From an optimization exercise on the open Yosys and OpenROAD flow, aimed at a short achievable clock period and few clock cycles; shortcuts taken in it are not production practice. Where RTL was checked, it was by simulation tests only, not by an equivalence proof against the original. Power figures rest on the tool's default switching activity, not on a simulated workload.

==> flow/design.v (excerpt) <==
module bounded_priority_queue_fifo_tiebreak #(
   parameter int QUEUE_DEPTH    = 16,
   parameter int VALUE_WIDTH    = 32,
   parameter int PRIORITY_WIDTH = 8
) (
   input  logic                                     clock,
   input  logic                                     reset,
   input  logic                                     req_valid,
   output logic                                     req_ready,
   input  logic                                     req_opcode,
   input  logic signed [bpq_pkg::FIELD_VALUE_W-1:0] req_in_value,
   input  logic        [bpq_pkg::FIELD_PRIO_W-1:0]  req_in_priority,
   output logic                                     rsp_valid,
   input  logic                                     rsp_ready,
   output logic        [bpq_pkg::STATUS_W-1:0]      rsp_status,
   output logic signed [bpq_pkg::FIELD_VALUE_W-1:0] rsp_out_value,
   output logic        [bpq_pkg::FIELD_PRIO_W-1:0]  rsp_out_priority,
   output logic        [bpq_pkg::FILL_W-1:0]        rsp_fill_count
);
   localparam int D     = QUEUE_DEPTH;
   localparam int VW    = bpq_pkg::FIELD_VALUE_W;
   localparam int PW    = bpq_pkg::FIELD_PRIO_W;
   localparam int SW    = bpq_pkg::STATUS_W;
   localparam int FW    = bpq_pkg::FILL_W;
   localparam int RW    = SW + VW + PW + FW;    
   localparam int NBUF  = 3;                    
   logic rdy;
   logic acc;
   assign acc = req_valid & rdy;
   logic          a_v;
   logic          a_op;
   logic          a_rd;      
   logic [VW-1:0] a_val;
   logic [PW-1:0] a_pri;
   logic [D-1:0]  a_g;       
   logic          a_g_b;     
   logic          a_g_a;     
   logic [VW-1:0] b_val;
   logic [PW-1:0] b_pri;
   logic [D-1:0]  m_new, m_prev, m_keep;    
   logic [D-1:0]  p_new, p_prev, p_keep;
   logic [D-1:0][VW-1:0] q_val;
   logic [D-1:0][PW-1:0] q_pri;
   logic [D-1:0]         q_v;
   logic [D:0]           fill_oh;
   logic [FW-1:0]        fill_push, fill_pop;
   logic [D:0]           k_fill_oh;    
   logic [D-1:0] g;
   always_comb begin
      for (int i = 0; i < D; i++) begin
  ...
Settings: LEC_CHECK=0, ABC_CLOCK_PERIOD_IN_PS=1500, CAP_MARGIN=20, CORE_MARGIN=2, CORE_UTILIZATION=45, CTS_CLUSTER_DIAMETER=70, CTS_CLUSTER_SIZE=25, SETUP_SLACK_MARGIN=3.3, SLEW_MARGIN=20; clock period 5.0 ns.
run.sh (not shown) runs the stock make flow with config.mk's settings and CLKGATE_MAP_FILE= SYNTH_SCRIPT=/design/flow/synth_recipe.tcl, a recipe that flattens the netlist after the stock synthesis.
The first run finished clean.
Testbench counts at the start, summed over its fixed seeds: cycles 24,016.
Then changed:
--- a/flow/config.mk
+++ b/flow/config.mk
@@ -11 +11 @@
-export CORE_UTILIZATION = 45
+export CORE_UTILIZATION = 40
What happened: Routed wire length rises by a few percent. Cell area rises slightly. Clock-buffer cell count rises by 4. Register-to-register slack gains 0.02 ns. Die area rises by roughly a tenth. Setup slack loses 0.036 ns.
Then changed:
--- a/flow/config.mk
+++ b/flow/config.mk
@@ -11 +11 @@
-export CORE_UTILIZATION = 40
+export CORE_UTILIZATION = 50
After rerunning: Combinational power came out lower by about 2%. Hold slack is better by 0.011 ns. Via count came out higher by 0.43%. Count of clock-buffer cells in the layout came out lower by 2. Total power came out lower by 1.3%. Die area came out lower by 20%. Synthesized cell count does not change. Wire length came out lower by 1.4%. Sequential share of layout area came out higher by 0.39 points. Fmax came out higher by 0.82%.
Then changed:
--- a/flow/config.mk
+++ b/flow/config.mk
@@ -11 +11 @@
-export CORE_UTILIZATION = 50
+export CORE_UTILIZATION = 45
@@ -13,0 +14 @@
+export PLACE_DENSITY = 0.5
What happened: The new run ran to the end with no violations; register-to-register slack loses 0.02 ns; sequential share of layout area decreases by 0.42 points; maximum frequency increases by 1.3%; worst setup slack gains 0.027 ns; area after synthesis stays the same.

* * *

Another version of the RTL of bounded_priority_queue_fifo_tiebreak (not shown whole).
Size: roughly 5000 cells after synthesis, about 1100 flip-flops, roughly 47000 um^2 of cells after synthesis.
Design bounded_priority_queue_fifo_tiebreak, start of the top module:
module bounded_priority_queue_fifo_tiebreak #(
   parameter int QUEUE_DEPTH    = 16,
   parameter int VALUE_WIDTH    = 32,
   parameter int PRIORITY_WIDTH = 8
) (
   input  logic                                     clock,
   input  logic                                     reset,
   input  logic                                     req_valid,
   output logic                                     req_ready,
   input  logic                                     req_opcode,
   input  logic signed [bpq_pkg::FIELD_VALUE_W-1:0] req_in_value,
   input  logic        [bpq_pkg::FIELD_PRIO_W-1:0]  req_in_priority,
   output logic                                     rsp_valid,
   input  logic                                     rsp_ready,
   output logic        [bpq_pkg::STATUS_W-1:0]      rsp_status,
   output logic signed [bpq_pkg::FIELD_VALUE_W-1:0] rsp_out_value,
   output logic        [bpq_pkg::FIELD_PRIO_W-1:0]  rsp_out_priority,
   output logic        [bpq_pkg::FILL_W-1:0]        rsp_fill_count
);
   localparam int D     = QUEUE_DEPTH;
   localparam int VW    = bpq_pkg::FIELD_VALUE_W;
   localparam int PW    = bpq_pkg::FIELD_PRIO_W;
   localparam int SW    = bpq_pkg::STATUS_W;
   localparam int FW    = bpq_pkg::FILL_W;
   localparam int RW    = SW + VW + PW + FW;    
   localparam int NBUF  = 3;                    
   logic rdy;
   logic acc;
   assign acc = req_valid & rdy;
   logic          a_v;
   logic          a_op;
   logic [VW-1:0] a_val;
   logic [PW-1:0] a_pri;
   logic [D-1:0]  a_g;       
   logic          a_g_b;     
   logic          a_g_a;     
   logic [VW-1:0] b_val;
   logic [PW-1:0] b_pri;
   logic [D-1:0]  m_new, m_prev, m_keep;    
   logic [D-1:0]  p_new, p_prev, p_keep;
   logic [D-1:0][VW-1:0] q_val;
   logic [D-1:0][PW-1:0] q_pri;
   logic [D-1:0]         q_v;
   logic [D:0]           fill_oh;
   logic [D-1:0] g;
   always_comb begin
      for (int i = 0; i < D; i++) begin
         g[i] = q_v[i] & (q_pri[i] >= req_in_priority);
      end
   end
  ...
clock: 5.0 ns
lec_check: 0
abc_clock_period_in_ps: 1500
cap_margin: 20
core_margin: 2
core_utilization: 58
setup_slack_margin: 3.3
slew_margin: 20
Testbench counts at the start, summed over its fixed seeds: cycles 24,016.
Edit:
- ABC_CLOCK_PERIOD_IN_PS: 1500 -> 1000
- CORE_UTILIZATION: 58 -> 55
- SETUP_SLACK_MARGIN: 3.3 -> 3.5
=> The changed run ran to the end with no violations; total power goes down by about 0.7%; routed wire length increases by about 3%; final area rises by 1.8%; sequential power barely changes.

* * *

Setup of try-nickel:
Another version of the RTL of bounded_priority_queue_fifo_tiebreak (not shown whole).
For scale: roughly 4,100 cells after synthesis, about 960 flip-flops, roughly 94 I/O pins, ~0.040 mm² of cells after synthesis.
Settings: LEC_CHECK=0, ABC_CLOCK_PERIOD_IN_PS=1500, CAP_MARGIN=20, CORE_MARGIN=2, CORE_UTILIZATION=50, SETUP_SLACK_MARGIN=3.3, SLEW_MARGIN=20; clock period 5.0 ns.
Input-level comparison between try-pepper and try-nickel:
- setting CTS_CLUSTER_DIAMETER to 100 for the first time
- setting CTS_CLUSTER_SIZE to 30 for the first time
## What came out
- try-pepper went all the way through the flow, and no timing, DRC or antenna check failed.
- Sort try-nickel and try-pepper by final period demand of the worst path, descending, and try-nickel comes first.
- Comparing try-nickel and try-pepper, cell count is lower on try-pepper.
- Met2 layer usage reported by global route delta (try-nickel -> try-pepper): insignificant
No run of this note included a check of the RTL's function; only the layout flow was run.

* * *

exp/yarrow:
RTL: one of the versions met above, not the one the previous note started from.
For scale: roughly 5000 cells after synthesis, about 1100 flip-flops, ~94 I/O pins, roughly 47000 µm² of cells after synthesis.
Design bounded_priority_queue_fifo_tiebreak, start of the top module:
module bounded_priority_queue_fifo_tiebreak #(
   parameter int QUEUE_DEPTH    = 16,
   parameter int VALUE_WIDTH    = 32,
   parameter int PRIORITY_WIDTH = 8
) (
   input  logic                                     clock,
   input  logic                                     reset,
   input  logic                                     req_valid,
   output logic                                     req_ready,
   input  logic                                     req_opcode,
   input  logic signed [bpq_pkg::FIELD_VALUE_W-1:0] req_in_value,
   input  logic        [bpq_pkg::FIELD_PRIO_W-1:0]  req_in_priority,
   output logic                                     rsp_valid,
   input  logic                                     rsp_ready,
   output logic        [bpq_pkg::STATUS_W-1:0]      rsp_status,
   output logic signed [bpq_pkg::FIELD_VALUE_W-1:0] rsp_out_value,
   output logic        [bpq_pkg::FIELD_PRIO_W-1:0]  rsp_out_priority,
   output logic        [bpq_pkg::FILL_W-1:0]        rsp_fill_count
);
export LEC_CHECK = 0
export ABC_CLOCK_PERIOD_IN_PS = 1500
export CAP_MARGIN = 20
export CORE_MARGIN = 2
export CORE_UTILIZATION = 61
export SETUP_SLACK_MARGIN = 3.3
export SLEW_MARGIN = 20
create_clock -name core_clock -period 5.0 [get_ports {clock}]
Testbench counts of exp/yarrow, summed over its fixed seeds: cycles 24,016.
Relative to exp/yarrow, the following input files were edited for exp/nickel:
diff --git a/flow/config.mk b/flow/config.mk
--- a/flow/config.mk
+++ b/flow/config.mk
@@ -11 +11 @@
-export CORE_UTILIZATION = 61
+export CORE_UTILIZATION = 65
### Flow results
- exp/nickel and exp/yarrow ended up with nearly the same placed cell area.
- Comparing exp/nickel and exp/yarrow, the higher count of standard-cell rows is on exp/yarrow.
- Changes observed in exp/nickel relative to exp/yarrow: die outline height went down by 3.1%; placer's final routability congestion estimate went up by 0.016.
- Pre-CTS setup slack for exp/nickel is higher than for exp/yarrow.
- Re count of placed standard cells including taps: exp/nickel and exp/yarrow aren't equal, and the lower value belongs to exp/nickel.
- Every run in exp/nickel and exp/yarrow closed cleanly, with the single exception of exp/nickel.
[inputs] exp/harbor vs exp/nickel
diff --git a/flow/config.mk b/flow/config.mk
--- a/flow/config.mk
+++ b/flow/config.mk
@@ -11 +11 @@
-export CORE_UTILIZATION = 65
+export CORE_UTILIZATION = 50
--- outcome ---
- Measured against exp/harbor, the die boundary width of exp/nickel comes out at 0.879 times the reference value.
- From exp/nickel to exp/harbor the numbers moved as follows: number of placed cells counting well taps went up 308, cell area after placement went up 0.78%.
- Of exp/harbor and exp/nickel, it is exp/harbor that has the higher post-cts resize count.
- Going from exp/nickel to exp/harbor, clock buffer count from CTS up 8.6%; share of synthesized cell area in and, or, nand and nor gates did not really move; HPWL after detailed placement picked up an extra 4200 µm.
- exp/harbor completed every stage of the flow, and the final layout passed the timing, design-rule and antenna checks.

==> re-timing with driven ports <==
Ports are ideal in the flow. The routed layouts listed here were re-timed in OpenROAD. Step 1 (the two cells are an assumption about what drives the block):
set clk [get_ports {clock}]
set_driving_cell -lib_cell sky130_fd_sc_hd__clkbuf_16 $clk
set_driving_cell -lib_cell sky130_fd_sc_hd__buf_2 [delete_from_list [all_inputs] $clk]
Step 2 adds t to the input delays and takes it off the output delays; t is the mean of the earliest and latest rising clock arrival at the registers after step 1. Input paths then give back, and output paths get back, about the clock's delay inside the block. Three values: ideal, step 1, step 2; two values: the first two.
run	t, ns	setup slack, ns	hold slack, ns	worst slew at a driven data input, ns
the first run of note 1	0.711	2.845 / 2.781 / 2.383	0.330 / 0.330 / 0.330	0.06
the second run of note 1	0.742	2.810 / 2.740 / 2.403	0.318 / 0.318 / 0.318	0.06
the third run of note 1	0.718	2.827 / 2.762 / 2.439	0.329 / 0.329 / 0.329	0.08
the fourth run of note 1	0.728	2.855 / 2.784 / 2.390	0.328 / 0.328 / 0.328	0.13
the first run of note 2	0.765	2.808 / 2.741 / 2.309	0.322 / 0.322 / 0.322	0.06
the second run of note 2	0.762	2.811 / 2.743 / 2.436	0.326 / 0.326 / 0.326	0.07
try-nickel	0.728	2.762 / 2.739 / 2.057	0.324 / 0.324 / 0.324	0.11
try-pepper	0.680	2.771 / 2.754 / 2.100	0.338 / 0.338 / 0.338	0.12
exp/yarrow	0.757	2.817 / 2.750 / 2.233	0.314 / 0.314 / 0.314	0.06
exp/harbor	0.760	2.823 / 2.755 / 2.331	0.316 / 0.316 / 0.316	0.06
After both steps every run listed still meets setup and hold. For try-nickel, which loses most, drivers alone change the setup slack by -0.023 ns; drivers and shift together by -0.705 ns.
